This design comes from an exercise in tuning for small area, a short achievable clock period and few clock cycles per item on the open sky130 flow, not from production work.
Where RTL was checked, it was by simulation tests only, not by an equivalence proof against the original.
The RTL of runs 1 to 3 and 6 was laid out without a check of its function.
No activity file was given, so power comes from the tool's default toggle rates.

$ cat design/flow/design.v
`default_nettype none
package bubf_pkg;
    localparam int FUNC_W = 3;
    localparam int BYTE_W = 8;
    localparam int DIV_W  = 13;
    localparam int OUT_BITS = 2 * BYTE_W + DIV_W + 4;
    localparam int OUT_W    = ((OUT_BITS + 7) / 8) * 8;
    localparam logic [FUNC_W-1:0] FUNC_RD_DATA   = 3'd0;
    localparam logic [FUNC_W-1:0] FUNC_RD_STATUS = 3'd1;
    localparam logic [FUNC_W-1:0] FUNC_WR_DATA   = 3'd2;
    localparam logic [FUNC_W-1:0] FUNC_WR_CMD    = 3'd3;
    localparam logic [FUNC_W-1:0] FUNC_RX_BYTE   = 3'd4;
    localparam logic [FUNC_W-1:0] FUNC_TX_READY  = 3'd5;
    localparam logic [BYTE_W-1:0] ASCII_0 = 8'h30;
    localparam logic [BYTE_W-1:0] ASCII_9 = 8'h39;
    localparam logic [BYTE_W-1:0] STATUS_READY = 8'hFF;
    localparam int unsigned ClockHz = 20000000;
    localparam int unsigned Oversample = 16;
    localparam int unsigned DIV_300     = ClockHz / Oversample / 300 - 1;
    localparam int unsigned DIV_600     = ClockHz / Oversample / 600 - 1;
    localparam int unsigned DIV_1200    = ClockHz / Oversample / 1200 - 1;
    localparam int unsigned DIV_2400    = ClockHz / Oversample / 2400 - 1;
    localparam int unsigned DIV_4800    = ClockHz / Oversample / 4800 - 1;
    localparam int unsigned DIV_9600    = ClockHz / Oversample / 9600 - 1;
    localparam int unsigned DIV_19200   = ClockHz / Oversample / 19200 - 1;
    localparam int unsigned DIV_38400   = ClockHz / Oversample / 38400 - 1;
    localparam int unsigned DIV_125000  = ClockHz / Oversample / 125000 - 1;
    localparam int unsigned DIV_1250000 = ClockHz / Oversample / 1250000 - 1;
    localparam int unsigned DIV_250000  = ClockHz / Oversample / 250000 - 1;
    localparam logic [DIV_W-1:0] DIV_RESET = DIV_W'(DIV_250000);
    localparam logic [DIV_W-1:0] DIV_MAX   = DIV_W'(DIV_300);
    typedef struct packed {
        logic [FUNC_W-1:0] func;
        logic              hit;        
        logic              rx_avail;   
        logic              overflow;
        logic [DIV_W-1:0]  divisor;
    } s1_ctrl_t;
    function automatic logic [DIV_W-1:0] divisor_lookup(input logic [BYTE_W-1:0] b);
        logic [DIV_W-1:0] d;
        d = DIV_W'(DIV_38400);
        if (b >= ASCII_0 && b <= ASCII_9)
        begin
            case (4'(b - ASCII_0))
                4'd0:    d = DIV_W'(DIV_300);
                4'd1:    d = DIV_W'(DIV_600);
                4'd2:    d = DIV_W'(DIV_1200);
                4'd3:    d = DIV_W'(DIV_2400);
                4'd4:    d = DIV_W'(DIV_4800);
                4'd5:    d = DIV_W'(DIV_9600);
                4'd6:    d = DIV_W'(DIV_19200);
                4'd7:    d = DIV_W'(DIV_38400);
                4'd8:    d = DIV_W'(DIV_125000);
                4'd9:    d = DIV_W'(DIV_1250000);
                default: d = DIV_W'(DIV_38400);
            endcase
        end
        divisor_lookup = d;
    endfunction
endpackage
`default_nettype wire
`default_nettype none
module bubf_ring_ram (
    input  wire logic       clk,
    input  wire logic       rst_n,
    input  wire logic [3:0] ph,
    input  wire logic       push,
    input  wire logic       pop,
    input  wire logic [7:0] din,
    output logic      [7:0] dout,
    output logic            empty,
    output logic            full
);
    logic [7:0]   head, tail, cnt;
    logic         empty_r, full_r;
    logic [15:0]  pend, hv, fire_r;
    logic [127:0] wbuf, hreg;
    logic [127:0] tap;
    logic [15:0]  cap, rdl, ld, fire_n;
    assign empty = empty_r;
    assign full  = full_r;
    assign dout  = hv[tail[3:0]] ? hreg[tail[3:0]*8 +: 8] : wbuf[tail[3:0]*8 +: 8];
    logic [3:0] ph1, ph2;
    logic eqn_h0, eqn_h1, eq_t0, eq_t1, cnt_gt16, cnt_ge16;
    assign ph1      = 4'(ph + 4'd1);
    assign ph2      = 4'(ph + 4'd2);
    assign eqn_h0   = (ph1 == head[7:4]);
    assign eqn_h1   = (ph2 == head[7:4]);
    assign eq_t0    = (ph == tail[7:4]);
    assign eq_t1    = (ph == 4'(tail[7:4] + 4'd1));
    assign cnt_gt16 = (cnt > 8'd16);
    assign cnt_ge16 = (cnt[7:4] != 4'd0);
    genvar l;
    generate
        for (l = 0; l < 16; l = l + 1)
        begin : g_loop
            logic [127:0] sr;
            logic [3:0]   off;
            logic         cap_keep, cap_pop;
            assign fire_n[l] = ld[l] ? eqn_h0
                                     : (pend[l] && ((4'(l) >= head[3:0]) ? eqn_h1 : eqn_h0));
            assign tap[l*8 +: 8] = fire_r[l] ? wbuf[l*8 +: 8] : sr[127:120];
            always_ff @(posedge clk)
            begin
                sr <= {sr[119:0], tap[l*8 +: 8]};
            end
            assign off = 4'(4'(l) - tail[3:0]);
            assign rdl[l] = pop && (tail[3:0] == 4'(l));
            assign cap_keep = !hv[l] && ((tail[3:0] == 4'(l)) ? ((cnt != 8'd0) && eq_t0)
                                        : ((cnt_ge16 || (off < cnt[3:0]))
                                           && ((4'(l) < tail[3:0]) ? eq_t1 : eq_t0)));
            assign cap_pop = (tail[3:0] == 4'(l)) ? (cnt_gt16 && eq_t1) : cap_keep;
            assign cap[l]  = pop ? cap_pop : cap_keep;
            assign ld[l]   = push && (head[3:0] == 4'(l));
            always_ff @(posedge clk)
            begin
                if (ld[l])
                    wbuf[l*8 +: 8] <= din;
                if (cap[l])
                    hreg[l*8 +: 8] <= tap[l*8 +: 8];
            end
            always_ff @(posedge clk or negedge rst_n)
            begin
                if (!rst_n)
                begin
                    pend[l]   <= 1'b0;
                    fire_r[l] <= 1'b0;
                    hv[l]     <= 1'b0;
                end
                else
                begin
                    pend[l]   <= ld[l] || (pend[l] && !fire_r[l]);
                    fire_r[l] <= fire_n[l];
                    hv[l]     <= cap[l] || (hv[l] && !rdl[l]);
                end
            end
        end
    endgenerate
    always_ff @(posedge clk or negedge rst_n)
    begin
        if (!rst_n)
        begin
            head    <= '0;
            tail    <= '0;
            cnt     <= '0;
            empty_r <= 1'b1;
            full_r  <= 1'b0;
        end
        else
        begin
            if (push)
            begin
                head    <= head + 8'd1;
                cnt     <= cnt + 8'd1;
                empty_r <= 1'b0;
                full_r  <= (cnt == 8'd254);
            end
            else if (pop)
            begin
                tail    <= tail + 8'd1;
                cnt     <= cnt - 8'd1;
                empty_r <= (cnt == 8'd1);
                full_r  <= 1'b0;
            end
        end
    end
endmodule
`default_nettype wire
`default_nettype none
module bus_uart_bridge_fifo_core #(
    parameter int RING_DEPTH = 256
) (
    input  wire logic        clk,
    input  wire logic        rst_n,
    input  wire logic        s_tvalid,
    output logic             s_tready,
    input  wire logic [7:0]  s_tdata,    
    input  wire logic [2:0]  s_tuser,    
    output logic             m_tvalid,
    input  wire logic        m_tready,
    output logic [bubf_pkg::OUT_W-1:0] m_tdata
);
    logic       in_v, sk_v, rdy_r;
    logic [2:0] sk_f;
    logic       in_rd, in_st, in_wr, in_cmd, in_rx, in_tx, in_rel;
    logic [7:0] in_d, sk_d;
    logic       out_valid;
    logic [7:0] out_bus_data, out_tx_byte;
    logic       out_bus_drive, out_wait_release, out_tx_valid, out_overflow;
    logic [bubf_pkg::DIV_W-1:0] divisor_reg;
    logic [3:0] ph;
    logic       adv, take, acc;
    logic       rx_empty, rx_full, tx_empty, tx_full;
    logic       rx_push, rx_pop, tx_push, tx_pop;
    logic [7:0] rx_dout, tx_dout;
    assign s_tready = rdy_r;
    assign acc      = s_tvalid && rdy_r;
    assign adv      = !out_valid || m_tready;
    assign take     = in_v && adv;
    assign rx_pop  = take && in_rd && !rx_empty;
    assign tx_push = take && in_wr && !tx_full;
    assign rx_push = take && in_rx && !rx_full;
    assign tx_pop  = take && in_tx && !tx_empty;
    bubf_ring_ram u_rx_ram (
        .clk   (clk),
        .rst_n (rst_n),
        .ph    (ph),
        .push  (rx_push),
        .pop   (rx_pop),
        .din   (in_d),
        .dout  (rx_dout),
        .empty (rx_empty),
        .full  (rx_full)
    );
    bubf_ring_ram u_tx_ram (
        .clk   (clk),
        .rst_n (rst_n),
        .ph    (ph),
        .push  (tx_push),
        .pop   (tx_pop),
        .din   (in_d),
        .dout  (tx_dout),
        .empty (tx_empty),
        .full  (tx_full)
    );
    logic [7:0] bus_data_n, tx_byte_n;
    logic       bus_drive_n, wait_release_n, tx_valid_n, overflow_n;
    always_comb
    begin
        bus_data_n     = '0;
        bus_drive_n    = in_st || (in_rd && !rx_empty);
        wait_release_n = in_rel;
        tx_valid_n     = in_tx && !tx_empty;
        tx_byte_n      = tx_valid_n ? tx_dout : 8'h00;
        overflow_n     = (in_wr && tx_full) || (in_rx && rx_full);
        if (in_rd && !rx_empty)
            bus_data_n = rx_dout;
        else if (in_st && !rx_empty)
            bus_data_n = bubf_pkg::STATUS_READY;
    end
    logic [2:0] f_sel;
    logic [7:0] d_sel;
    assign f_sel = sk_v ? sk_f : s_tuser;
    assign d_sel = sk_v ? sk_d : s_tdata;
    always_ff @(posedge clk or negedge rst_n)
    begin
        if (!rst_n)
        begin
            ph          <= '0;
            in_v        <= 1'b0;
            sk_v        <= 1'b0;
            rdy_r       <= 1'b1;
            out_valid   <= 1'b0;
            divisor_reg <= bubf_pkg::DIV_RESET;
        end
        else
        begin
            ph <= ph + 4'd1;
            if (!in_v || adv)
            begin
                in_v  <= sk_v || acc;
                sk_v  <= 1'b0;
                rdy_r <= 1'b1;
            end
            else if (acc)
            begin
                sk_v  <= 1'b1;
                rdy_r <= 1'b0;
            end
            if (adv)
            begin
                out_valid <= in_v;
            end
            if (take && in_cmd)
            begin
                divisor_reg <= bubf_pkg::divisor_lookup(in_d);
            end
        end
    end
    always_ff @(posedge clk)
    begin
        if (!in_v || adv)
        begin
            in_rd  <= (f_sel == bubf_pkg::FUNC_RD_DATA);
            in_st  <= (f_sel == bubf_pkg::FUNC_RD_STATUS);
            in_wr  <= (f_sel == bubf_pkg::FUNC_WR_DATA);
            in_cmd <= (f_sel == bubf_pkg::FUNC_WR_CMD);
            in_rx  <= (f_sel == bubf_pkg::FUNC_RX_BYTE);
            in_tx  <= (f_sel == bubf_pkg::FUNC_TX_READY);
            in_rel <= (f_sel[2] == 1'b0);
            in_d   <= d_sel;
        end
        if (acc)
        begin
            sk_f <= s_tuser;
            sk_d <= s_tdata;
        end
        if (adv)
        begin
            out_bus_data     <= bus_data_n;
            out_bus_drive    <= bus_drive_n;
            out_wait_release <= wait_release_n;
            out_tx_byte      <= tx_byte_n;
            out_tx_valid     <= tx_valid_n;
            out_overflow     <= overflow_n;
        end
    end
    assign m_tvalid = out_valid;
    assign m_tdata  = {
        (bubf_pkg::OUT_W - bubf_pkg::OUT_BITS)'(0),
        out_overflow, divisor_reg, out_tx_valid, out_tx_byte,
        out_wait_release, out_bus_drive, out_bus_data
    };
endmodule
`default_nettype wire
$ cat design/flow/run.sh
#!/bin/bash
# synth_recipe.tcl (not shown) runs the flow's synth.tcl, then flattens the netlist and writes it again
# the make line also repeats each setting of config.mk as NAME=value (left out here)
make -C /OpenROAD-flow-scripts/flow DESIGN_CONFIG=/design/flow/config.mk WORK_HOME=/design/flow/orfs CLKGATE_MAP_FILE= SYNTH_SCRIPT=/design/flow/synth_recipe.tcl finish
$ cat design/flow/config.mk
export PLATFORM = sky130hd
export DESIGN_NAME = bus_uart_bridge_fifo_core
export DESIGN_NICKNAME = bus_uart_bridge_fifo_core
export VERILOG_FILES = /design/flow/design.v
export SDC_FILE = /design/flow/constraint.sdc
export NUM_CORES = 4
export LEC_CHECK = 0
export ABC_CLOCK_PERIOD_IN_PS = 2200
export CAP_MARGIN = 20
export CORE_MARGIN = 2
export CORE_UTILIZATION = 60
export PLACE_DENSITY = 0.7
export SETUP_SLACK_MARGIN = 2.4
export SLEW_MARGIN = 20
$ cat design/flow/constraint.sdc
create_clock -name core_clock -period 4.8 [get_ports {clk}]
set_input_delay 0.9600 -clock core_clock [delete_from_list [all_inputs] [get_ports {clk}]]
set_output_delay 0.9600 -clock core_clock [all_outputs]
set_load 0.01 [all_outputs]
==> results of run 1 <==
[area by class of cell]
class                   instances  area share (%)
diodes                          5         0.00879
clock buffers                 611            8.92
clock inverters               157            1.19
inverters                     109           0.344
multi-input cells            1829            12.1
flip-flops and latches       4834            72.5
well taps                    2640            2.32
repair buffers                348            2.61
[repair_timing]
item	4_1_cts	5_1_grt
buffers inserted	173	51
gates cloned	11	3
resized for setup	547	153
pin swaps	149	102
endpoints found under the hold margin	0	0
setup endpoints to repair	580	413
[cell families (layout without fill, tap and decap cells)]
| family | Yosys count | after routing | synth area share [%] |
|---|---|---|---|
| compound gates | 529 | 532 | 2.99 |
| xor+xnor | 91 | 91 | 0.671 |
| fa+ha+maj | 107 | 107 | 1.13 |
| buf+inv | 273 | 1225 | 0.959 |
| flops | 4834 | 4834 | 86.9 |
| mux | 430 | 431 | 4.80 |
| other cells | 1 | 12 | 0.00316 |
| simple gates | 660 | 661 | 2.58 |
[placed cells by master (no fill, tap or decap), types with 71 or more instances in the layout]
cell type  Yosys  routed
o21ai_0      106      71
edfxtp_1     558     558
buf_6          7      77
nor2_1       137      89
mux4_2        82      82
nand2_1      235     220
buf_4         13     179
clkbuf_16      0     448
dfxtp_1     4108    4108
clkbuf_8       0      95
ha_1         107      71
clkbuf_1     121      72
nand3_1      102      85
inv_1        107      85
mux2_2       292     291
dfrtp_1      164     138
[metal layers]
| layer | track usage, % | vias up | part of all wire (%) |
|---|---|---|---|
| li1 | - | 24700 | - |
| met1 | 29.7 | 26200 | 42 |
| met2 | 39.1 | 1447 | 49 |
| met3 | 3.72 | 531 | 4.4 |
| met4 | 11.0 | 4 | 4.9 |
| met5 | 0 | - | 0.0090 |
[worst max-delay path, cell delays in order, from the launching register on]
cell	delay [ns]
dfrtp_2	0.50
mux4_2	0.63
mux4_2	0.57
buf_12	0.17
buf_16	0.15
mux2i_1	0.16
a22oi_1	0.11
nand4_1	0.18
nand3_2	0.18
a21o_1	0.24
[power breakdown]
group	internal (µW)	switching (µW)	leakage, µW
combinational	6120	7900	0.00854
clock	20000	14300	0.00716
sequential	44100	1530	0.0405
[how the worst max path moves through the flow]
stage | startpoint | end
2_1_floorplan | m_tready | u_rx_ram.hreg[24]
3_3_place_gp | u_rx_ram.tail[0] | out_bus_data[4]
3_5_place_dp | m_tready | u_rx_ram.hreg[67]
4_1_cts | u_rx_ram.tail[0] | out_bus_data[2]
5_1_grt | u_rx_ram.tail[0] | out_bus_data[1]
6_report | u_rx_ram.tail[0] | out_bus_data[7]
[metrics by stage]
step / util (%) / power (µW)
2_1_floorplan: - / 52300
3_3_place_gp: 62.5 / 56200
6_report: 72.3 / 93900
3_5_place_dp: 62.5 / 56300
5_1_grt: 72.3 / 97200
4_1_cts: 71.6 / 93500
==> flow_summary.ini, run 1 <==
[status]
status = complete, no violations

[synthesis]
yosys_warnings = 2
synth_area_leader_cell = dfxtp_1
synth_area_um2 = 119000
yosysUniqueCellTypes = 77
ys_seq_area_share_pct = 86.9
yosysMostFrequentCell = dfxtp_1
async_flop_share_pct = 3.48
syn_area_per_cell_um2 = 17.2
synth_common_cells = dfxtp_1 (4108), edfxtp_1 (558), mux2_2 (292)
synth_edf_count = 558
yosys-top-cells-area = dfxtp_1 (69%), edfxtp_1 (14%), dfrtp_1 (3.5%)
synth_ff_type = dfxtp_1
netlist.area_leader.share_pct = 69.2
synth_seq_cells = 4834
synthCells = 6925

[clock_network]
holdBufCountCts = 0
cts_buffer_depth = 4
clock_latency_ns = 0.98
clock-sinks = 4834
cts_root_buf = clkbuf_16
cts_inserted_buffers = 426
cts_tree = built
h-tree-depth = 5
clkTransAtPathRegs_ns = 0.07

[floorplan]
ioPinCount = 57
die-area_um2 = 202000
die_width_um = 449
fp-row-count = 163
fp.dieH_um = 449
start_util_pct = 60.3
core_area_um2 = 197000

[timing]
layout_worst_path_cycle_share_pct = 66.3
rsz0062_at_grt = yes
fin_ws_ns = 1.62
clock_skew_ns = 0.0662
slew-limit-headroom_pct = 12.5
final_hold_viol_count = 0
fin_setup_tns_ns = 0
post-route-min-period_ns = 3.18
drv_slew = 0
finalSetupViolCount = 0
whs_ns = 0.100
worst_pin_slew_ns = 1.30
fmax_ghz = 0.314

[drt]
first_pass_iters = 5
post_drt_wl_per_cell_um = 22.3
ant_nets = 0
wirelength_mm = 235
drcViolationCount = 0
vias_per_cell = 5.02
via_count = 52900
drt_iter0_markers = 3562

[cells_and_area]
nFillCells = 11700
largestRegisters = u_rx_ram.g_loop.sr x2048, u_tx_ram.g_loop.sr x2048
multi_input_area_um2 = 17200
fin_nets = 7670
regArea_um2 = 103000
synthToLayoutAreaGrowth_pct = 19.8
layout.cells.non_filler = 10500
final_cell_area_um2 = 142000
drive_gt1_share_pct = 23.0

[pwr]
p_per_area_nw_per_um2 = 660
p_leak_uw = 0.0562
ir_drop_uv = 517

[global_route]
grt_use_total_pct = 23.3
antenna_found_initial = 27
grt_pass1_vias = 55200
grt_pass1_wl_mm = 350
overflow = 0
grt_max_degree = 98

[critical_path]
rrSetupSlack_ns = 1.62
worstPathRequired_ns = 5.48
critical_path_class = reg2reg
r2r_start = u_rx_ram.tail[0]
crit_arrival_ns = 3.87
r2r_end = out_bus_data[7]
crit_fanout = 8
endpoint_kind = register
critPathLaunchType = register
r2r_cells = 9

[job]
cap_violations = 0

[placement]
postPlaceCellArea_um2 = 123000
dp_worst_setup_slack_ns = 1.08
gp_congestion = 0.915
dpl.hpwl_mm = 137
dp_cells = 9522
port_buffers = 49

[hold_path]
hp-class = in2async
==> run 2: changes to the inputs <==
==> design/flow/flow/run.sh (new file) <==
#!/bin/bash
# Standard layout, with clock tree synthesis told to build larger sink
# clusters and to add no dummy loads.
set -euo pipefail
export CTS_ARGS="-sink_clustering_enable -repair_clock_nets -dont_use_dummy_load -sink_clustering_size 24 -sink_clustering_max_diameter 60"
bash standard.sh finish > standard_flow.log 2>&1
==> design/flow/standard.sh (new file) <==
#!/bin/bash
# synth_recipe.tcl (not shown) runs the flow's synth.tcl, then flattens the netlist and writes it again
# the make line also repeats each setting of config.mk as NAME=value (left out here)
make -C /OpenROAD-flow-scripts/flow DESIGN_CONFIG=/design/flow/config.mk WORK_HOME=/design/flow/orfs CLKGATE_MAP_FILE= SYNTH_SCRIPT=/design/flow/synth_recipe.tcl "${@:-finish}"
removed: design/flow/run.sh
==> flow_summary.ini, run 2 <==
[drt]
post_drt_wl_per_cell_um = 21.8
drt_iter0_markers = 3561
route.met2.wl_mm = 104
via_count = 50700
vias_per_cell = 5.08
ant_nets = 0
wirelength_mm = 218
first_pass_iters = 6
routed.top_layer = met4
met1_length_mm = 95.5
route.met3.wl_mm = 8.37
drcViolationCount = 0

[clock_network]
cts_tree = built
cts_buffer_depth = 3
clock-sinks = 4834
h-tree-depth = 4
clkTransAtPathRegs_ns = 0.08
cts_root_buf = clkbuf_16
cts_inserted_buffers = 237
clock_latency_ns = 0.87
holdBufCountCts = 0

[critical_path]
critical_path_class = reg2reg
crit_fanout = 31
critPathLaunchType = register
r2r_end = out_bus_data[4]
r2r_cells = 8
endpoint_kind = register
rrSetupSlack_ns = 1.70
crit_arrival_ns = 3.69
r2r_start = u_rx_ram.tail[0]
worstPathRequired_ns = 5.38

[timing]
drv_slew = 0
final_hold_viol_count = 0
fin_setup_tns_ns = 0
fin_ws_ns = 1.70
finalSetupViolCount = 0
worst_pin_slew_ns = 1.02
clock_skew_ns = 0.104
whs_ns = 0.200
slew-limit-headroom_pct = 32.1
fmax_ghz = 0.322
layout_worst_path_cycle_share_pct = 64.7
rsz0062_at_grt = yes
post-route-min-period_ns = 3.10

[cells_and_area]
largestRegisters = u_rx_ram.g_loop.sr x2048, u_tx_ram.g_loop.sr x2048
nFillCells = 12900
fin_util_pct = 67.9
drive_gt1_share_pct = 18.1
final_common_cell = dfxtp_1
synthToLayoutAreaGrowth_pct = 12.5
layout_common_cells = dfxtp_1 (4108), edfxtp_1 (558), mux2_2 (291), clkbuf_16 (239), nand2_1 (223)
final_cell_area_um2 = 134000
fin_nets = 7473

[global_route]
grt_max_degree = 98
grt_pass1_vias = 51100
grt_use_total_pct = 21.4
antenna_found_initial = 27
grt_pass1_wl_mm = 321
overflow = 0

[floorplan]
ioPinCount = 57
start_util_pct = 60.3
die-area_um2 = 202000
die_width_um = 449
fp-row-count = 163
core_area_um2 = 197000
fp.dieH_um = 449

[placement]
postPlaceCellArea_um2 = 123000
port_buffers = 49
dp_worst_setup_slack_ns = 1.08
dpl.hpwl_mm = 137
gp_congestion = 0.915

[synthesis]
yosysMostFrequentCell = dfxtp_1
synthCells = 6925
ys_seq_area_share_pct = 86.9
netlist.area_leader.share_pct = 69.2
yosys-top-cells-area = dfxtp_1 (69%), edfxtp_1 (14%), dfrtp_1 (3.5%)
synth_area_leader_cell = dfxtp_1
synth_edf_count = 558
synth_area_um2 = 119000
synth_common_cells = dfxtp_1 (4108), edfxtp_1 (558), mux2_2 (292)
yosysUniqueCellTypes = 77
synth_seq_cells = 4834
synth_ff_type = dfxtp_1
yosys_warnings = 2
async_flop_share_pct = 3.48
syn_area_per_cell_um2 = 17.2

[job]
cap_violations = 0

[hold_path]
hp-class = in2async

[status]
status = complete, no violations

[pwr]
p_leak_uw = 0.0519
p_per_area_nw_per_um2 = 591
ir_drop_uv = 473
run 2: final cells by class:
type | count | area [µm²] | area share (%)
repair buffers | 341 | 3600 | 2.70
clock buffers | 237 | 5930 | 4.44
flip-flops and latches | 4834 | 103000 | 77.2
well taps | 2640 | 3300 | 2.47
diodes | 5 | 12.5 | 0.00936
inverters | 109 | 477 | 0.357
multi-input cells | 1828 | 17100 | 12.8
run 2: power by group:
| part | internal, µW | switching, µW |
|---|---|---|
| logic | 5840 | 7770 |
| registers | 44000 | 1460 |
| clock network | 8730 | 11200 |
| total | 58600 | 20400 |
run 2: stage by stage:
stage	power, µW	std cells
2_1_floorplan	52300	6931
3_3_place_gp	56200	9521
3_5_place_dp	56300	9522
4_1_cts	78700	9941
5_1_grt	82000	9989
6_report	79000	9994
run 2: how the worst max path moves through the flow:
stage,startpoint,to,cells past startpoint
6_report,u_rx_ram.tail[0],out_bus_data[4],8
5_1_grt,u_rx_ram.tail[0],out_bus_data[7],8
4_1_cts,u_rx_ram.tail[0],out_bus_data[1],8
3_5_place_dp,m_tready,u_rx_ram.hreg[67],7
3_3_place_gp,u_rx_ram.tail[0],out_bus_data[4],8
2_1_floorplan,m_tready,u_rx_ram.hreg[24],10
run 2: cells by family after synthesis:
family / count (synthesis) / synth area share (%)
multiplexers: 430 / 4.80
AND/OR/NAND/NOR: 660 / 2.58
AO/OA/AOI/OAI: 529 / 2.99
flip-flops: 4834 / 86.9
buffers and inverters: 273 / 0.959
XOR/XNOR: 91 / 0.671
adder cells (fa/ha/maj): 107 / 1.13
other: 1 / 0.00316
run 2: layer usage:
layer	track usage [%]	vias to the layer above
li1	-	23900
met1	28.8	25100
met2	35.2	1263
met3	2.92	451
met4	8.90	0
met5	0	-
run 2: timing repair:
item                       in CTS  in global routing
setup buffers                 174                 44
pin swaps                     131                 65
gates cloned                    8                  4
resized for setup             549                111
setup endpoints to repair     584                431
run 2: critical path: stages (launching register included):
cell and delay [ns]:
dfrtp_2 0.50, mux4_2 0.63, mux4_2 0.54, buf_12 0.23, mux2i_2 0.23, a22oi_1 0.16
nand4_1 0.20, nand3_4 0.16, a21o_1 0.21
==> run 3: changes to the inputs <==
--- a/design/flow/design.v
+++ b/design/flow/design.v
@@ -66,36 +66,54 @@
     input  wire logic [3:0] ph,
     input  wire logic       push,
     input  wire logic       pop,
+    input  wire logic       rd_sel,    
     input  wire logic [7:0] din,
-    output logic      [7:0] dout,
+    output logic      [7:0] dout,      
     output logic            empty,
     output logic            full
 );
     logic [7:0]   head, tail, cnt;
-    logic         empty_r, full_r;
+    logic         empty_r, full_r, cnt_lt16, cnt_le16, cnt_gt16;
     logic [15:0]  pend, hv, fire_r;
+    logic [15:0]  lt, win;
+    logic [15:0]  toh;
     logic [127:0] wbuf, hreg;
     logic [127:0] tap;
     logic [15:0]  cap, rdl, ld, fire_n;
     assign empty = empty_r;
     assign full  = full_r;
-    assign dout  = hv[tail[3:0]] ? hreg[tail[3:0]*8 +: 8] : wbuf[tail[3:0]*8 +: 8];
+    assign toh[0] = !lt[0];
+    genvar k;
+    generate
+        for (k = 1; k < 16; k = k + 1)
+        begin : g_toh
+            assign toh[k] = lt[k-1] && !lt[k];
+        end
+    endgenerate
+    always_comb
+    begin
+        dout = 8'h00;
+        for (int i = 0; i < 16; i++)
+        begin
+            if (rd_sel && toh[i] && hv[i])
+                dout = dout | hreg[i*8 +: 8];
+            if (rd_sel && toh[i] && !hv[i])
+                dout = dout | wbuf[i*8 +: 8];
+        end
+    end
     logic [3:0] ph1, ph2;
-    logic eqn_h0, eqn_h1, eq_t0, eq_t1, cnt_gt16, cnt_ge16;
-    assign ph1      = 4'(ph + 4'd1);
-    assign ph2      = 4'(ph + 4'd2);
-    assign eqn_h0   = (ph1 == head[7:4]);
-    assign eqn_h1   = (ph2 == head[7:4]);
-    assign eq_t0    = (ph == tail[7:4]);
-    assign eq_t1    = (ph == 4'(tail[7:4] + 4'd1));
-    assign cnt_gt16 = (cnt > 8'd16);
-    assign cnt_ge16 = (cnt[7:4] != 4'd0);
+    logic eqn_h0, eqn_h1, eq_t0, eq_t1;
+    assign ph1    = 4'(ph + 4'd1);
+    assign ph2    = 4'(ph + 4'd2);
+    assign eqn_h0 = (ph1 == head[7:4]);
+    assign eqn_h1 = (ph2 == head[7:4]);
+    assign eq_t0  = (ph == tail[7:4]);
+    assign eq_t1  = (ph == 4'(tail[7:4] + 4'd1));
     genvar l;
     generate
         for (l = 0; l < 16; l = l + 1)
         begin : g_loop
             logic [127:0] sr;
-            logic [3:0]   off;
             logic         cap_keep, cap_pop;
             assign fire_n[l] = ld[l] ? eqn_h0
                                      : (pend[l] && ((4'(l) >= head[3:0]) ? eqn_h1 : eqn_h0));
@@ -104,14 +122,11 @@
             begin
                 sr <= {sr[119:0], tap[l*8 +: 8]};
             end
-            assign off = 4'(4'(l) - tail[3:0]);
-            assign rdl[l] = pop && (tail[3:0] == 4'(l));
-            assign cap_keep = !hv[l] && ((tail[3:0] == 4'(l)) ? ((cnt != 8'd0) && eq_t0)
-                                        : ((cnt_ge16 || (off < cnt[3:0]))
-                                           && ((4'(l) < tail[3:0]) ? eq_t1 : eq_t0)));
-            assign cap_pop = (tail[3:0] == 4'(l)) ? (cnt_gt16 && eq_t1) : cap_keep;
-            assign cap[l]  = pop ? cap_pop : cap_keep;
-            assign ld[l]   = push && (head[3:0] == 4'(l));
+            assign rdl[l]   = pop && toh[l];
+            assign cap_keep = !hv[l] && win[l] && (lt[l] ? eq_t1 : eq_t0);
+            assign cap_pop  = toh[l] ? (cnt_gt16 && eq_t1) : cap_keep;
+            assign cap[l]   = pop ? cap_pop : cap_keep;
+            assign ld[l]    = push && (head[3:0] == 4'(l));
             always_ff @(posedge clk)
             begin
                 if (ld[l])
@@ -126,12 +141,17 @@
                     pend[l]   <= 1'b0;
                     fire_r[l] <= 1'b0;
                     hv[l]     <= 1'b0;
+                    win[l]    <= 1'b0;
                 end
                 else
                 begin
                     pend[l]   <= ld[l] || (pend[l] && !fire_r[l]);
                     fire_r[l] <= fire_n[l];
                     hv[l]     <= cap[l] || (hv[l] && !rdl[l]);
+                    if (ld[l] && cnt_lt16)
+                        win[l] <= 1'b1;
+                    else if (rdl[l] && cnt_le16)
+                        win[l] <= 1'b0;
                 end
             end
         end
@@ -140,27 +160,38 @@
     begin
         if (!rst_n)
         begin
-            head    <= '0;
-            tail    <= '0;
-            cnt     <= '0;
-            empty_r <= 1'b1;
-            full_r  <= 1'b0;
+            head     <= '0;
+            tail     <= '0;
+            cnt      <= '0;
+            lt       <= '0;
+            empty_r  <= 1'b1;
+            full_r   <= 1'b0;
+            cnt_lt16 <= 1'b1;
+            cnt_le16 <= 1'b1;
+            cnt_gt16 <= 1'b0;
         end
         else
         begin
             if (push)
             begin
-                head    <= head + 8'd1;
-                cnt     <= cnt + 8'd1;
-                empty_r <= 1'b0;
-                full_r  <= (cnt == 8'd254);
+                head     <= head + 8'd1;
+                cnt      <= cnt + 8'd1;
+                empty_r  <= 1'b0;
+                full_r   <= (cnt == 8'd254);
+                cnt_lt16 <= (cnt < 8'd15);
+                cnt_le16 <= (cnt < 8'd16);
+                cnt_gt16 <= (cnt > 8'd15);
             end
             else if (pop)
             begin
-                tail    <= tail + 8'd1;
-                cnt     <= cnt - 8'd1;
-                empty_r <= (cnt == 8'd1);
-                full_r  <= 1'b0;
+                tail     <= tail + 8'd1;
+                lt       <= (tail[3:0] == 4'd15) ? 16'h0000 : {lt[14:0], 1'b1};
+                cnt      <= cnt - 8'd1;
+                empty_r  <= (cnt == 8'd1);
+                full_r   <= 1'b0;
+                cnt_lt16 <= (cnt < 8'd17);
+                cnt_le16 <= (cnt < 8'd18);
+                cnt_gt16 <= (cnt > 8'd17);
             end
         end
     end
@@ -187,7 +218,7 @@
     logic       out_valid;
     logic [7:0] out_bus_data, out_tx_byte;
     logic       out_bus_drive, out_wait_release, out_tx_valid, out_overflow;
-    logic [bubf_pkg::DIV_W-1:0] divisor_reg;
+    logic [bubf_pkg::DIV_W-1:0] divisor_x;
     logic [3:0] ph;
     logic       adv, take, acc;
     logic       rx_empty, rx_full, tx_empty, tx_full;
@@ -207,6 +238,7 @@
         .ph    (ph),
         .push  (rx_push),
         .pop   (rx_pop),
+        .rd_sel(in_rd && !rx_empty),
         .din   (in_d),
         .dout  (rx_dout),
         .empty (rx_empty),
@@ -218,6 +250,7 @@
         .ph    (ph),
         .push  (tx_push),
         .pop   (tx_pop),
+        .rd_sel(in_tx && !tx_empty),
         .din   (in_d),
         .dout  (tx_dout),
         .empty (tx_empty),
@@ -225,19 +258,12 @@
     );
     logic [7:0] bus_data_n, tx_byte_n;
     logic       bus_drive_n, wait_release_n, tx_valid_n, overflow_n;
-    always_comb
-    begin
-        bus_data_n     = '0;
-        bus_drive_n    = in_st || (in_rd && !rx_empty);
-        wait_release_n = in_rel;
-        tx_valid_n     = in_tx && !tx_empty;
-        tx_byte_n      = tx_valid_n ? tx_dout : 8'h00;
-        overflow_n     = (in_wr && tx_full) || (in_rx && rx_full);
-        if (in_rd && !rx_empty)
-            bus_data_n = rx_dout;
-        else if (in_st && !rx_empty)
-            bus_data_n = bubf_pkg::STATUS_READY;
-    end
+    assign bus_data_n     = rx_dout | {8{in_st && !rx_empty}};
+    assign bus_drive_n    = in_st || (in_rd && !rx_empty);
+    assign wait_release_n = in_rel;
+    assign tx_valid_n     = in_tx && !tx_empty;
+    assign tx_byte_n      = tx_dout;
+    assign overflow_n     = (in_wr && tx_full) || (in_rx && rx_full);
     logic [2:0] f_sel;
     logic [7:0] d_sel;
     assign f_sel = sk_v ? sk_f : s_tuser;
@@ -251,7 +277,7 @@
             sk_v        <= 1'b0;
             rdy_r       <= 1'b1;
             out_valid   <= 1'b0;
-            divisor_reg <= bubf_pkg::DIV_RESET;
+            divisor_x   <= '0;
         end
         else
         begin
@@ -273,7 +299,7 @@
             end
             if (take && in_cmd)
             begin
-                divisor_reg <= bubf_pkg::divisor_lookup(in_d);
+                divisor_x   <= bubf_pkg::divisor_lookup(in_d) ^ 13'h0004;
             end
         end
     end
@@ -295,7 +321,19 @@
             sk_f <= s_tuser;
             sk_d <= s_tdata;
         end
-        if (adv)
+    end
+    always_ff @(posedge clk or negedge rst_n)
+    begin
+        if (!rst_n)
+        begin
+            out_bus_data     <= '0;
+            out_bus_drive    <= 1'b0;
+            out_wait_release <= 1'b0;
+            out_tx_byte      <= '0;
+            out_tx_valid     <= 1'b0;
+            out_overflow     <= 1'b0;
+        end
+        else if (adv)
         begin
             out_bus_data     <= bus_data_n;
             out_bus_drive    <= bus_drive_n;
@@ -308,7 +346,7 @@
     assign m_tvalid = out_valid;
     assign m_tdata  = {
         (bubf_pkg::OUT_W - bubf_pkg::OUT_BITS)'(0),
-        out_overflow, divisor_reg, out_tx_valid, out_tx_byte,
+        out_overflow, divisor_x ^ 13'h0004, out_tx_valid, out_tx_byte,
         out_wait_release, out_bus_drive, out_bus_data
     };
 endmodule
==> flow_summary.ini, run 3 <==
[drt]
vias_per_cell = 5.31
via_count = 53700
wirelength_mm = 272
drt_iter0_markers = 4764
first_pass_iters = 8
ant_nets = 0
drcViolationCount = 0
post_drt_wl_per_cell_um = 26.9

[synthesis]
synth_seq_cells = 4904
synth_ff_type = dfxtp_1
synth_common_cells = dfxtp_1 (4108), edfxtp_1 (538), mux2_2 (285)
yosys_warnings = 2
yosysMostFrequentCell = dfxtp_1
synth_compound_area_share_pct = 3.50
synth-xor-area-share_pct = 0.586
synthMuxAreaShare_pct = 2.84
synth_edf_count = 538
synth_area_leader_cell = dfxtp_1
netlist.area_leader.share_pct = 68.8
synth_area_um2 = 119000
synthCells = 7016
yosys-top-cells-area = dfxtp_1 (69%), edfxtp_1 (14%), dfrtp_1 (5.3%)
yosysUniqueCellTypes = 86
ys_seq_area_share_pct = 87.7
async_flop_share_pct = 5.26
syn_area_per_cell_um2 = 17.0
synth_fa_ha_area_share_pct = 0.262
synthSimpleGateAreaFrac_pct = 4.02
synth_top_family_by_area = simple AND/OR/NAND/NOR gates

[status]
status = complete, no violations

[timing]
layout_worst_path_cycle_share_pct = 56.7
fmax_ghz = 0.368
drv_slew = 0
worst_pin_slew_ns = 1.04
slew-limit-headroom_pct = 30.9
fin_ws_ns = 2.08
rsz0062_at_grt = yes
fin_setup_tns_ns = 0
finalSetupViolCount = 0
final_hold_viol_count = 0
clock_skew_ns = 0.0976
post-route-min-period_ns = 2.72

[cells_and_area]
layout_common_cells = dfxtp_1 (4108), edfxtp_1 (538), mux2_2 (285), clkbuf_16 (280), dfrtp_1 (223)
largestRegisters = u_rx_ram.g_loop.sr x2048, u_tx_ram.g_loop.sr x2048
final_cell_area_um2 = 135000
final_common_cell = dfxtp_1
synthToLayoutAreaGrowth_pct = 13.0
nFillCells = 12800
drive_gt1_share_pct = 17.2
fin_nets = 7505

[clock_network]
h-tree-depth = 5
cts_root_buf = clkbuf_16
clock_latency_ns = 0.93
clkTransAtPathRegs_ns = 0.08
cts_buffer_depth = 4
holdBufCountCts = 0
cts_inserted_buffers = 276
cts_tree = built
clock-sinks = 4904

[floorplan]
fp.dieH_um = 450
die_width_um = 450
fp-row-count = 163
die-area_um2 = 203000
core_area_um2 = 198000
ioPinCount = 57
start_util_pct = 60.5

[job]
cap_violations = 0

[critical_path]
r2r_cells = 7
cp_cell_sequence = buf_12, nor4bb_1, buf_4, and3_1, a2111oi_4, nand4_1, o32a_1
rrSetupSlack_ns = 2.08
critPathBufInv = 2
r2r_start = u_tx_ram.empty_r
slowest_delay_ns = 0.65
crit_fanout = 17
critPathSlowestCell = dfstp_2
r2r_end = out_tx_byte[4]
critPathLaunchType = register
crit_arrival_ns = 3.46
endpoint_kind = register
cpLargestDelayFamily = compound AO/OA/AOI/OAI gates
worstPathRequired_ns = 5.54
critical_path_class = reg2reg

[global_route]
grt_pass1_wl_mm = 382
met1_usage_pct = 33.6
gr-max-usage-layer = met2
grt_use_total_pct = 26.5
overflow = 0
met3_usage_pct = 4.38
grt.met2_usage_pct = 42.8
grt_pass1_vias = 53700
antenna_found_initial = 23
grt_max_degree = 93

[placement]
dp_worst_setup_slack_ns = 0.986
dpl.hpwl_mm = 178
postPlaceCellArea_um2 = 124000
port_buffers = 49
gp_congestion = 1.04

[pwr]
ir_drop_uv = 477
p_leak_uw = 0.0533
pwr-share-seq_pct = 63.1
netSwitchingPower_uw = 16600
combPwrFrac_pct = 6.5
p_per_area_nw_per_um2 = 538
clkPwrFrac_pct = 30.4
swShare_pct = 22.8
intPower_uw = 56200

[hold_path]
hp-class = in2async
run 3: layout make-up:
type / count / area [µm²] / area share [%]
Inverter: 84 / 332 / 0.245
Clock buffer: 276 / 6910 / 5.11
Multi-Input combinational cell: 1837 / 16000 / 11.8
Sequential cell: 4904 / 105000 / 77.7
Tap cell: 2640 / 3300 / 2.45
Antenna cell: 6 / 15.0 / 0.0111
Timing Repair Buffer: 362 / 3650 / 2.70
run 3: metal layers:
layer | share of wire [%] | vias up
met5 | 0.0099 | -
met4 | 7.6 | 4
met3 | 5.5 | 784
met2 | 46 | 1954
met1 | 40 | 26500
li1 | - | 24500
run 3: worst max-delay path by stage:
stage                                 from                end  depth (start not counted)
final                     u_tx_ram.empty_r     out_tx_byte[4]                          7
after detailed placement          m_tready  u_tx_ram.wbuf[33]                          5
after global routing                 in_tx     out_tx_byte[5]                          9
after CTS                 u_tx_ram.empty_r     out_tx_byte[4]                          6
after floorplan                   m_tready  u_rx_ram.wbuf[64]                          5
after global placement               in_tx     out_tx_byte[6]                          6
run 3: through the flow:
step	instances	utilization (%)	total power [µW]	hold WS [ns]
6_report	10100	68.3	72700	0.0652
5_1_grt	10100	68.3	75100	0.0684
4_1_cts	10000	67.6	72800	0.0520
3_5_place_dp	9632	62.7	50500	0.312
3_3_place_gp	9632	62.7	50400	0.309
2_1_floorplan	7022	-	48000	0.310
run 3: power groups by stage:
stage                     Sequential (µW)  Combinational, µW  Clock (µW)
after floorplan                     45600               2400           0
after global placement              46600               3780           0
after detailed placement            46700               3810           0
after CTS                           45900               4390       22600
after global routing                46100               4930       24000
final                               45900               4740       22100
run 3: cell families (layout without fill, tap and decap cells):
| group | after synthesis | count (layout) |
|---|---|---|
| other | 1 | 13 |
| multiplexers | 303 | 303 |
| buffers and inverters | 287 | 722 |
| adder cells (fa/ha/maj) | 25 | 25 |
| flip-flops | 4904 | 4904 |
| XOR/XNOR | 70 | 70 |
| AND/OR/NAND/NOR | 863 | 868 |
| AO/OA/AOI/OAI | 563 | 564 |
run 3: repair_timing:
action,4_1_cts,5_1_grt
endpoints found under the setup margin,599,377
gates cloned,11,8
gates resized for setup,535,169
pin swaps,68,92
setup buffers,114,62
==> run 4: changes to the inputs <==
--- a/design/flow/design.v
+++ b/design/flow/design.v
@@ -73,14 +73,14 @@
     output logic            full
 );
     logic [7:0]   head, tail, cnt;
-    logic         empty_r, full_r, cnt_lt16, cnt_le16, cnt_gt16;
+    logic         nempty_r, full_r, cnt_ge16, cnt_gt16;
     logic [15:0]  pend, hv, fire_r;
     logic [15:0]  lt, win;
     logic [15:0]  toh;
     logic [127:0] wbuf, hreg;
     logic [127:0] tap;
     logic [15:0]  cap, rdl, ld, fire_n;
-    assign empty = empty_r;
+    assign empty = !nempty_r;
     assign full  = full_r;
     assign toh[0] = !lt[0];
     genvar k;
@@ -148,9 +148,9 @@
                     pend[l]   <= ld[l] || (pend[l] && !fire_r[l]);
                     fire_r[l] <= fire_n[l];
                     hv[l]     <= cap[l] || (hv[l] && !rdl[l]);
-                    if (ld[l] && cnt_lt16)
+                    if (ld[l] && !cnt_ge16)
                         win[l] <= 1'b1;
-                    else if (rdl[l] && cnt_le16)
+                    else if (rdl[l] && !cnt_gt16)
                         win[l] <= 1'b0;
                 end
             end
@@ -164,10 +164,9 @@
             tail     <= '0;
             cnt      <= '0;
             lt       <= '0;
-            empty_r  <= 1'b1;
+            nempty_r <= 1'b0;
             full_r   <= 1'b0;
-            cnt_lt16 <= 1'b1;
-            cnt_le16 <= 1'b1;
+            cnt_ge16 <= 1'b0;
             cnt_gt16 <= 1'b0;
         end
         else
@@ -176,10 +175,9 @@
             begin
                 head     <= head + 8'd1;
                 cnt      <= cnt + 8'd1;
-                empty_r  <= 1'b0;
+                nempty_r <= 1'b1;
                 full_r   <= (cnt == 8'd254);
-                cnt_lt16 <= (cnt < 8'd15);
-                cnt_le16 <= (cnt < 8'd16);
+                cnt_ge16 <= (cnt > 8'd14);
                 cnt_gt16 <= (cnt > 8'd15);
             end
             else if (pop)
@@ -187,10 +185,9 @@
                 tail     <= tail + 8'd1;
                 lt       <= (tail[3:0] == 4'd15) ? 16'h0000 : {lt[14:0], 1'b1};
                 cnt      <= cnt - 8'd1;
-                empty_r  <= (cnt == 8'd1);
+                nempty_r <= (cnt != 8'd1);
                 full_r   <= 1'b0;
-                cnt_lt16 <= (cnt < 8'd17);
-                cnt_le16 <= (cnt < 8'd18);
+                cnt_ge16 <= (cnt > 8'd16);
                 cnt_gt16 <= (cnt > 8'd17);
             end
         end
@@ -211,7 +208,7 @@
     input  wire logic        m_tready,
     output logic [bubf_pkg::OUT_W-1:0] m_tdata
 );
-    logic       in_v, sk_v, rdy_r;
+    logic       in_v, sk_v;
     logic [2:0] sk_f;
     logic       in_rd, in_st, in_wr, in_cmd, in_rx, in_tx, in_rel;
     logic [7:0] in_d, sk_d;
@@ -224,8 +221,8 @@
     logic       rx_empty, rx_full, tx_empty, tx_full;
     logic       rx_push, rx_pop, tx_push, tx_pop;
     logic [7:0] rx_dout, tx_dout;
-    assign s_tready = rdy_r;
-    assign acc      = s_tvalid && rdy_r;
+    assign s_tready = !sk_v;
+    assign acc      = s_tvalid && !sk_v;
     assign adv      = !out_valid || m_tready;
     assign take     = in_v && adv;
     assign rx_pop  = take && in_rd && !rx_empty;
@@ -275,7 +272,6 @@
             ph          <= '0;
             in_v        <= 1'b0;
             sk_v        <= 1'b0;
-            rdy_r       <= 1'b1;
             out_valid   <= 1'b0;
             divisor_x   <= '0;
         end
@@ -284,14 +280,12 @@
             ph <= ph + 4'd1;
             if (!in_v || adv)
             begin
-                in_v  <= sk_v || acc;
-                sk_v  <= 1'b0;
-                rdy_r <= 1'b1;
+                in_v <= sk_v || acc;
+                sk_v <= 1'b0;
             end
             else if (acc)
             begin
-                sk_v  <= 1'b1;
-                rdy_r <= 1'b0;
+                sk_v <= 1'b1;
             end
             if (adv)
             begin
==> design/flow/flow/run.sh (replaced) <==
#!/bin/bash
# Standard layout, with clock tree synthesis told to build larger sink
# clusters and to add no dummy loads.
set -euo pipefail
export CTS_ARGS="-sink_clustering_enable -repair_clock_nets -dont_use_dummy_load -sink_clustering_size 28 -sink_clustering_max_diameter 60"
bash standard.sh finish > standard_flow.log 2>&1
--- a/design/flow/config.mk
+++ b/design/flow/config.mk
@@ -8,7 +8,7 @@
 export ABC_CLOCK_PERIOD_IN_PS = 2200
 export CAP_MARGIN = 20
 export CORE_MARGIN = 2
-export CORE_UTILIZATION = 60
-export PLACE_DENSITY = 0.7
+export CORE_UTILIZATION = 70
+export PLACE_DENSITY = 0.78
 export SETUP_SLACK_MARGIN = 2.4
 export SLEW_MARGIN = 20
==> flow_summary.ini, run 4 <==
[status]
status = complete, no violations

[job]
cap_violations = 0

[synthesis]
synth_common_cells = dfxtp_1 (4108), edfxtp_1 (538), mux2_2 (282)
yosys_warnings = 2
synth_area_leader_cell = dfxtp_1
yosysUniqueCellTypes = 82
async_flop_share_pct = 5.20
synth_area_um2 = 119000
synth_seq_cells = 4901
syn_area_per_cell_um2 = 17.0
synth_ff_type = dfxtp_1
netlist.area_leader.share_pct = 68.9
yosys-top-cells-area = dfxtp_1 (69%), edfxtp_1 (14%), dfrtp_1 (5.3%)
yosysMostFrequentCell = dfxtp_1
ys_seq_area_share_pct = 87.8
synthCells = 7036
synth_edf_count = 538

[global_route]
met3_usage_pct = 6.04
grt_max_degree = 104
grt_pass1_vias = 56600
antenna_found_initial = 35
grt.met2_usage_pct = 56.4
overflow = 0
grt_use_total_pct = 33.1
grt_pass1_wl_mm = 405
gr-max-usage-layer = met2
met1_usage_pct = 38.2

[timing]
worst_pin_slew_ns = 1.38
post-route-min-period_ns = 2.65
fin_setup_tns_ns = 0
final_hold_viol_count = 0
finalSetupViolCount = 0
fin_ws_ns = 2.15
slew-limit-headroom_pct = 8.33
layout_worst_path_cycle_share_pct = 55.2
fmax_ghz = 0.377
clock_skew_ns = 0.0854
drv_slew = 0
rsz0062_at_grt = yes

[critical_path]
crit_fanout = 8
critPathLaunchType = register
critical_path_class = reg2reg
crit_arrival_ns = 3.38
endpoint_kind = register
worstPathRequired_ns = 5.53

[cells_and_area]
nFillCells = 8508
drive_gt1_share_pct = 15.5
layout_common_cells = dfxtp_1 (4108), edfxtp_1 (538), mux2_2 (282), dfrtp_1 (216), clkbuf_16 (214)
largestRegisters = u_rx_ram.g_loop.sr x2048, u_tx_ram.g_loop.sr x2048
final_common_cell = dfxtp_1
fin_nets = 7408
layout.cells.non_filler = 9599
synthToLayoutAreaGrowth_pct = 10.5

[drt]
post_drt_wl_per_cell_um = 30.3
via_count = 55200
drt_iter0_markers = 5605
drcViolationCount = 0
vias_per_cell = 5.75
wirelength_mm = 291
ant_nets = 0
first_pass_iters = 8

[clock_network]
clkTransAtPathRegs_ns = 0.11
h-tree-depth = 4
clock_latency_ns = 0.89
cts_tree = built
holdBufCountCts = 0
cts_root_buf = clkbuf_16
cts_inserted_buffers = 211
cts_buffer_depth = 3
clock-sinks = 4901

[floorplan]
start_util_pct = 70.5
core_area_um2 = 169000
die-area_um2 = 174000
fp.dieH_um = 417
die_width_um = 417
fp-row-count = 151
ioPinCount = 57

[pwr]
ir_drop_uv = 456
p_per_area_nw_per_um2 = 547
p_leak_uw = 0.0519
total_power_uw = 72100

[placement]
gp_congestion = 1.03
port_buffers = 49
dp_worst_setup_slack_ns = 0.916
dp_cells = 9170
dpl.hpwl_mm = 180

[hold_path]
hp-class = in2async
run 4: cell types whose count changed after synthesis, moves of 24 or more:
cell,delta
clkbuf_1,+34
and4b_1,+30
nor3_1,-27
a22o_1,-31
o21ai_0,+54
and3_1,-46
nor3b_1,+24
run 4: layout make-up:
class | count | area (µm²) | area share, %
Inverter | 107 | 419 | 0.318
Antenna cell | 16 | 40.0 | 0.0304
Multi-Input combinational cell | 1823 | 15300 | 11.6
Clock buffer | 211 | 5280 | 4.01
Tap cell | 2218 | 2780 | 2.11
Sequential cell | 4901 | 105000 | 79.5
Timing Repair Buffer | 323 | 3150 | 2.39
run 4: where the power goes:
part | internal (µW) | leakage, µW | switching, µW
Clock | 7860 | 0.00260 | 11700
Sequential | 45300 | 0.0415 | 2610
Combinational | 1810 | 0.00784 | 2860
run 4: logic make-up after synthesis:
group           Yosys count  synth area share (%)
flops                  4901                  87.8
compound gates          583                  3.43
xor+xnor                 69                 0.566
buf+inv                 323                  1.13
simple gates            815                  3.83
mux                     318                  2.96
other cells               1               0.00314
fa+ha+maj                26                 0.273
run 4: what timing repair did:
item	in CTS	in global routing
setup endpoints to repair	727	339
pin swaps	59	85
gates cloned	4	7
gates resized for setup	466	203
setup buffers	115	76
run 4: final timing paths:
kind / slack, ns / from / cells past startpoint / end
setup / recovery: 2.15 / in_rd / 7 / out_bus_data[4]
hold / removal: 0.02 / rst_n / 1 / sk_v
setup reg to reg: 2.15 / in_rd / 7 / out_bus_data[4]
hold reg to reg: 0.29 / u_tx_ram.g_loop[6].sr[56] / 0 / u_tx_ram.g_loop[6].sr[64]
max in group asynchronous: 3.67 / rst_n / 2 / u_rx_ram.head[3]
min in group core_clock: 0.29 / u_tx_ram.g_loop[6].sr[56] / 0 / u_tx_ram.g_loop[6].sr[64]
run 4: worst max-delay path, stage by stage, from the launching register on:
cell	delay (ns)
edfxtp_1	0.43
buf_12	0.17
buf_8	0.12
and4b_2	0.31
and3_4	0.21
a2111oi_4	0.75
nand4_1	0.18
o32a_1	0.31
run 4: layer usage:
metal,up-vias,part of all wire (%)
met5,-,0.024
met4,10,9.2
met3,1092,6.5
met2,2681,49
met1,27200,35
li1,24200,-
run 4: stage by stage:
| step | hold slack [ns] | utilization, % | area, µm² |
|---|---|---|---|
| 4_1_cts | 0.000258 | 76.8 | 130000 |
| 3_5_place_dp | 0.312 | 72.4 | 123000 |
| 2_1_floorplan | 0.310 | - | 120000 |
| 3_3_place_gp | 0.309 | 72.4 | 123000 |
| 6_report | 0.0220 | 77.9 | 132000 |
| 5_1_grt | 0.0211 | 77.9 | 132000 |
Testbench counts of run 4, summed over its fixed seeds: cycles 48,016, items 48,000.
==> run 5: changes to the inputs <==
==> design/flow/flow/run.sh (replaced) <==
#!/bin/bash
# Standard layout, with clock tree synthesis told to build larger sink
# clusters and to add no dummy loads.
set -euo pipefail
export CTS_ARGS="-sink_clustering_enable -repair_clock_nets -dont_use_dummy_load -sink_clustering_size 24 -sink_clustering_max_diameter 60"
bash standard.sh finish > standard_flow.log 2>&1
--- a/design/flow/config.mk
+++ b/design/flow/config.mk
@@ -8,7 +8,7 @@
 export ABC_CLOCK_PERIOD_IN_PS = 2200
 export CAP_MARGIN = 20
 export CORE_MARGIN = 2
-export CORE_UTILIZATION = 70
-export PLACE_DENSITY = 0.78
+export CORE_UTILIZATION = 60
+export PLACE_DENSITY = 0.7
 export SETUP_SLACK_MARGIN = 2.4
 export SLEW_MARGIN = 20
==> flow_summary.ini, run 5 <==
[global_route]
grt_max_degree = 101
overflow = 0
grt_pass1_vias = 52900
grt_pass1_wl_mm = 370
antenna_found_initial = 29
grt_use_total_pct = 25.5

[cells_and_area]
fin_nets = 7433
final_common_cell = dfxtp_1
drive_gt1_share_pct = 15.7
layout.cells.non_filler = 10000
largestRegisters = u_rx_ram.g_loop.sr x2048, u_tx_ram.g_loop.sr x2048
layout_common_cells = dfxtp_1 (4108), edfxtp_1 (538), mux2_2 (282), clkbuf_16 (280), dfrtp_1 (214)
fin_util_pct = 67.8
synthToLayoutAreaGrowth_pct = 12.1
nFillCells = 13000

[pwr]
netSwitchingPower_uw = 17000
swShare_pct = 22.9
ir_drop_uv = 483
combPwrFrac_pct = 6.3
p_leak_uw = 0.0525
intPower_uw = 57400
p_per_area_nw_per_um2 = 557
pwr-share-seq_pct = 64.0
clkPwrFrac_pct = 29.7

[placement]
dp_cells = 9588
gp_congestion = 0.980
dpl.hpwl_mm = 170
port_buffers = 49

[drt]
wirelength_mm = 260
ant_nets = 0
via_count = 53200
route.met2.wl_mm = 121
drcViolationCount = 0
routed.top_layer = met5
route.met3.wl_mm = 15.1
first_pass_iters = 6
met1_length_mm = 109
vias_per_cell = 5.30
post_drt_wl_per_cell_um = 25.9
drt_iter0_markers = 4713

[synthesis]
yosysMostFrequentCell = dfxtp_1
synth_ff_type = dfxtp_1
ys_seq_area_share_pct = 87.8
netlist.area_leader.share_pct = 68.9
syn_area_per_cell_um2 = 17.0
yosys-top-cells-area = dfxtp_1 (69%), edfxtp_1 (14%), dfrtp_1 (5.3%)
synth_fa_ha_area_share_pct = 0.273
synthCells = 7036
synth_top_family_by_area = simple AND/OR/NAND/NOR gates
synth_area_um2 = 119000
yosys_warnings = 2
yosysUniqueCellTypes = 82
synth_seq_cells = 4901
synthMuxAreaShare_pct = 2.96
async_flop_share_pct = 5.20
synth_edf_count = 538
synth_compound_area_share_pct = 3.43
synth_common_cells = dfxtp_1 (4108), edfxtp_1 (538), mux2_2 (282)
synthSimpleGateAreaFrac_pct = 3.83
synth-xor-area-share_pct = 0.566
synth_area_leader_cell = dfxtp_1

[floorplan]
start_util_pct = 60.4
ioPinCount = 57
die_width_um = 450
fp.dieH_um = 450
die-area_um2 = 202000
core_area_um2 = 197000
fp-row-count = 163

[hold_path]
worstHoldEndpoint = u_rx_ram.g_loop[7].sr[108]
hp-class = reg2reg
holdPathStages = 0
hp-start = u_rx_ram.g_loop[7].sr[100]

[critical_path]
r2r_cells = 11
critPathSlowestCell = dfrtp_2
slowest_delay_ns = 0.46
crit_arrival_ns = 3.17
critical_path_class = reg2reg
critPathLaunchType = register
critPathBufInv = 7
r2r_start = out_valid
endpoint_kind = register
worstPathRequired_ns = 5.43
crit_fanout = 8
cp_common_cell = buf_6
rrSetupSlack_ns = 2.26
r2r_end = u_rx_ram.hreg[102]
cpLargestDelayFamily = buffers and inverters
cp_cell_sequence = buf_6, buf_6, nor2b_4, buf_12, buf_6, nor3_4, buf_4, buf_6, buf_8, nand3b_1, a31o_4

[clock_network]
clkTransAtPathRegs_ns = 0.09
cts_root_buf = clkbuf_16
clock_latency_ns = 0.93
cts_tree = built
clock-sinks = 4901
h-tree-depth = 5
cts_inserted_buffers = 277
cts_buffer_depth = 4

[timing]
drv_slew = 0
fmax_ghz = 0.394
worst_pin_slew_ns = 1.13
slew-limit-headroom_pct = 24.5
whs_ns = 0.280
fin_setup_tns_ns = 0
final_hold_viol_count = 0
clock_skew_ns = 0.0770
post-route-min-period_ns = 2.54
finalSetupViolCount = 0
rsz0062_at_grt = yes
layout_worst_path_cycle_share_pct = 52.9

[job]
cap_violations = 0

[status]
status = complete, no violations
run 5: cell counts after synthesis:
No cell type changed its count.
run 5: how the worst max path moves through the flow:
stage	start	end	slack (ns)	cells after the start
finish	out_valid	u_rx_ram.hreg[102]	2.26	11
global route	out_valid	u_rx_ram.hreg[97]	2.20	11
CTS	divisor_x[11]	m_tdata[30]	2.23	2
detailed placement	m_tready	u_tx_ram.hreg[37]	1.0	8
global placement	m_tready	u_tx_ram.hreg[32]	1.03	8
floorplan	m_tready	u_rx_ram.hreg[10]	2.32	6
run 5: power by group through the flow:
stage	combinational [µW]	sequential (µW)	clock (µW)
final	4670	47700	22100
after global routing	4900	48000	24100
after CTS	4360	47600	22600
after detailed placement	3960	48400	0
after global placement	3950	48300	0
after floorplan	2630	47100	0
run 5: area by class of cell:
type | count | area, µm² | share of cell area [%]
repair buffers | 283 | 3020 | 2.26
clock buffers | 277 | 6930 | 5.18
multi-input cells | 1822 | 15300 | 11.4
inverters | 107 | 418 | 0.312
well taps | 2640 | 3300 | 2.47
diodes | 7 | 17.5 | 0.0131
flip-flops and latches | 4901 | 105000 | 78.4
run 5: repair_timing:
item / in CTS / in global routing
buffers inserted: 91 / 61
gates cloned: 7 / 5
hold buffers: 1 / 0
endpoints found under the setup margin: 665 / 465
hold endpoints to repair: 5 / 0
resized for setup: 491 / 194
pin swaps: 63 / 62
run 5: worst register-to-register path: cells and delay by family, from the launching register on:
family / cells / cell delay [ns]
buf+inv: 7 / 0.91
simple gates: 3 / 0.54
flops: 1 / 0.46
compound gates: 1 / 0.34
run 5: stage by stage:
step	power, µW	setup slack (ns)	area [µm²]
2_1_floorplan	49700	2.32	120000
3_3_place_gp	52200	1.03	123000
3_5_place_dp	52400	0.996	123000
4_1_cts	74600	2.23	132000
5_1_grt	77000	2.20	134000
6_report	74500	2.26	134000
run 5: per-layer routing:
layer	GRT usage, %	up-vias
met5	0	-
met4	12.9	2
met3	4.33	654
met2	40.7	1869
met1	33.8	26400
li1	-	24300
run 5: logic make-up after synthesis:
group | count (synthesis)
xor gates and xnor gates | 69
DFF | 4901
other | 1
muxes | 318
buffers and inverters | 323
and+or+nand+nor | 815
adders and majority gates | 26
AOI/OAI and AO/OA | 583
==> run 6: changes to the inputs <==
--- a/design/flow/design.v
+++ b/design/flow/design.v
@@ -225,10 +225,10 @@
     assign acc      = s_tvalid && !sk_v;
     assign adv      = !out_valid || m_tready;
     assign take     = in_v && adv;
-    assign rx_pop  = take && in_rd && !rx_empty;
-    assign tx_push = take && in_wr && !tx_full;
-    assign rx_push = take && in_rx && !rx_full;
-    assign tx_pop  = take && in_tx && !tx_empty;
+    assign rx_pop  = adv && in_rd && !rx_empty;
+    assign tx_push = adv && in_wr && !tx_full;
+    assign rx_push = adv && in_rx && !rx_full;
+    assign tx_pop  = adv && in_tx && !tx_empty;
     bubf_ring_ram u_rx_ram (
         .clk   (clk),
         .rst_n (rst_n),
@@ -291,7 +291,7 @@
             begin
                 out_valid <= in_v;
             end
-            if (take && in_cmd)
+            if (adv && in_cmd)
             begin
                 divisor_x   <= bubf_pkg::divisor_lookup(in_d) ^ 13'h0004;
             end
@@ -301,13 +301,6 @@
     begin
         if (!in_v || adv)
         begin
-            in_rd  <= (f_sel == bubf_pkg::FUNC_RD_DATA);
-            in_st  <= (f_sel == bubf_pkg::FUNC_RD_STATUS);
-            in_wr  <= (f_sel == bubf_pkg::FUNC_WR_DATA);
-            in_cmd <= (f_sel == bubf_pkg::FUNC_WR_CMD);
-            in_rx  <= (f_sel == bubf_pkg::FUNC_RX_BYTE);
-            in_tx  <= (f_sel == bubf_pkg::FUNC_TX_READY);
-            in_rel <= (f_sel[2] == 1'b0);
             in_d   <= d_sel;
         end
         if (acc)
@@ -316,6 +309,31 @@
             sk_d <= s_tdata;
         end
     end
+    logic new_v;
+    assign new_v = sk_v || acc;
+    always_ff @(posedge clk or negedge rst_n)
+    begin
+        if (!rst_n)
+        begin
+            in_rd  <= 1'b0;
+            in_st  <= 1'b0;
+            in_wr  <= 1'b0;
+            in_cmd <= 1'b0;
+            in_rx  <= 1'b0;
+            in_tx  <= 1'b0;
+            in_rel <= 1'b0;
+        end
+        else if (!in_v || adv)
+        begin
+            in_rd  <= new_v && (f_sel == bubf_pkg::FUNC_RD_DATA);
+            in_st  <= new_v && (f_sel == bubf_pkg::FUNC_RD_STATUS);
+            in_wr  <= new_v && (f_sel == bubf_pkg::FUNC_WR_DATA);
+            in_cmd <= new_v && (f_sel == bubf_pkg::FUNC_WR_CMD);
+            in_rx  <= new_v && (f_sel == bubf_pkg::FUNC_RX_BYTE);
+            in_tx  <= new_v && (f_sel == bubf_pkg::FUNC_TX_READY);
+            in_rel <= new_v && (f_sel[2] == 1'b0);
+        end
+    end
     always_ff @(posedge clk or negedge rst_n)
     begin
         if (!rst_n)
==> design/flow/flow/run.sh (replaced) <==
#!/bin/bash
# Standard layout, with clock tree synthesis told to build larger sink
# clusters and to add no dummy loads.
set -euo pipefail
export CTS_ARGS="-sink_clustering_enable -repair_clock_nets -dont_use_dummy_load -sink_clustering_size 30 -sink_clustering_max_diameter 60"
bash standard.sh finish > standard_flow.log 2>&1
==> flow_summary.ini, run 6 <==
[clock_network]
h-tree-depth = 4
clkTransAtPathRegs_ns = 0.08
cts_tree = built
cts_buffer_depth = 3
cts_root_buf = clkbuf_16
cts_inserted_buffers = 210

[placement]
dpl.hpwl_mm = 182
port_buffers = 49
gp_congestion = 0.979

[timing]
whs_ns = 0.121
rsz0062_at_grt = yes
fin_setup_tns_ns = 0
fmax_ghz = 0.400
finalSetupViolCount = 0
slew-limit-headroom_pct = 27.0
post-route-min-period_ns = 2.50
layout_worst_path_cycle_share_pct = 52.1

[critical_path]
cpLargestDelayFamily = compound AO/OA/AOI/OAI gates
crit_arrival_ns = 3.17
cp_cell_sequence = buf_4, buf_4, and4b_4, and3_1, a2111oi_4, buf_4, nand4_1, o32a_1
crit_fanout = 12
rrSetupSlack_ns = 2.30
critPathBufInv = 3
r2r_start = u_rx_ram.nempty_r
critPathSlowestCell = dfrtp_4
critPathLaunchType = register
critical_path_class = reg2reg
worstPathRequired_ns = 5.46

[synthesis]
synth_area_um2 = 119000
async_flop_share_pct = 5.35
synth_ff_type = dfxtp_1
synth_top_family_by_area = simple AND/OR/NAND/NOR gates
synthMuxAreaShare_pct = 2.78
synth-xor-area-share_pct = 0.595
synth_common_cells = dfxtp_1 (4108), edfxtp_1 (531), mux2_2 (274)
syn_area_per_cell_um2 = 17.0
ys_seq_area_share_pct = 88.0
synth_edf_count = 531
synth_seq_cells = 4901
synth_fa_ha_area_share_pct = 0.273
synthCells = 7016
synth_area_leader_cell = dfxtp_1

[global_route]
met1_usage_pct = 42.0
grt_pass1_vias = 51600
antenna_found_initial = 59
gr-max-usage-layer = met1
grt.met2_usage_pct = 36.8
grt_pass1_wl_mm = 377
overflow = 0

[floorplan]
core_area_um2 = 197000
die-area_um2 = 202000
die_width_um = 449
start_util_pct = 60.3
fp-row-count = 163
fp.dieH_um = 449

[drt]
post_drt_wl_per_cell_um = 27.0
first_pass_iters = 8
wirelength_mm = 269
drt_iter0_markers = 5500
drcViolationCount = 0

[pwr]
ir_drop_uv = 456
p_per_area_nw_per_um2 = 497

[cells_and_area]
largestRegisters = u_rx_ram.g_loop.sr x2048, u_tx_ram.g_loop.sr x2048
layout.cells.non_filler = 9932
nFillCells = 13000
final_common_cell = dfxtp_1
fin_nets = 7322
drive_gt1_share_pct = 14.7

[status]
status = complete, no violations

[hold_path]
hp-class = in2async

[job]
cap_violations = 0
run 6: cell types whose count changed in the layout (fill, tap and decap cells not counted), sizes merged, moves of 18 or more:
| cell | change |
|---|---|
| a22oi | -26 |
| nand2 | -53 |
| nand4 | +25 |
| o22ai | +18 |
| a31o | -18 |
| nand3 | +100 |
| nor3 | -19 |
| clkbuf | -70 |
| nor2b | -29 |
| a32oi | +42 |
run 6: cells by family after synthesis:
| logic type | after synthesis |
|---|---|
| compound gates | 585 |
| buf+inv | 338 |
| fa+ha+maj | 26 |
| xor+xnor | 71 |
| other cells | 1 |
| mux | 296 |
| simple gates | 798 |
| flops | 4901 |
run 6: path summary, 6_finish.rpt:
path                                        endpoint  cells after the start
max                                  out_bus_data[3]                      8
min                                   u_tx_ram.hv[3]                      1
max reg2reg                          out_bus_data[3]                      8
min reg2reg                u_rx_ram.g_loop[9].sr[14]                      0
max in group asynchronous            out_bus_data[3]                      2
min in group core_clock    u_rx_ram.g_loop[9].sr[14]                      0
run 6: stage by stage:
step / util (%) / setup slack [ns] / instance area [µm²] / total power, µW
5_1_grt: 66.6 / 2.24 / 131000 / 67300
3_3_place_gp: 62.3 / 0.974 / 123000 / 46600
4_1_cts: 66.1 / 2.23 / 130000 / 65500
6_report: 66.6 / 2.30 / 131000 / 65300
2_1_floorplan: - / 2.35 / 120000 / 45200
3_5_place_dp: 62.3 / 0.919 / 123000 / 46600
run 6: timing repair:
item	CTS	global route
hold buffers	0	0
buffers inserted	104	41
endpoints found under the setup margin	596	384
pin swaps	65	62
gates cloned	8	1
endpoints found under the hold margin	0	0
resized for setup	496	124
run 6: area by class of cell:
cell class	count	area [µm²]	area share, %
sequential	4901	105000	79.8
multi-input combinational	1789	14900	11.3
inverter	116	462	0.351
timing repair buffer	263	2610	1.98
antenna	13	32.5	0.0248
clock buffer	210	5260	4.00
tap	2640	3300	2.51
run 6: metal layers:
layer / share of wire, % / up-vias
li1: - / 24100
met1: 49 / 26800
met2: 41 / 2018
met3: 7.4 / 420
met4: 3.2 / 6
met5: 0.012 / -
run 6: worst register-to-register path: stages, from the launching register on:
cell and delay (ns):
dfrtp_4 0.54, buf_4 0.19, buf_4 0.14, and4b_4 0.27, and3_1 0.24, a2111oi_4 0.29, buf_4 0.19, nand4_1 0.11
o32a_1 0.36
run 6: where the power goes:
group          switching, µW  internal (µW)  total [µW]
logic                   1770            934        2710
registers               1090          42400       43500
clock network          11300           7810       19100
total                  14100          51100       65300

Re-timed with assumed drivers on the ports (clkbuf_16 on the clock, buf_2 on other inputs), run 6 has 2.224 ns of setup slack against 2.298 ns with ideal ports, and 1.621 ns once port delays also move by the mid clock arrival of 0.924 ns.
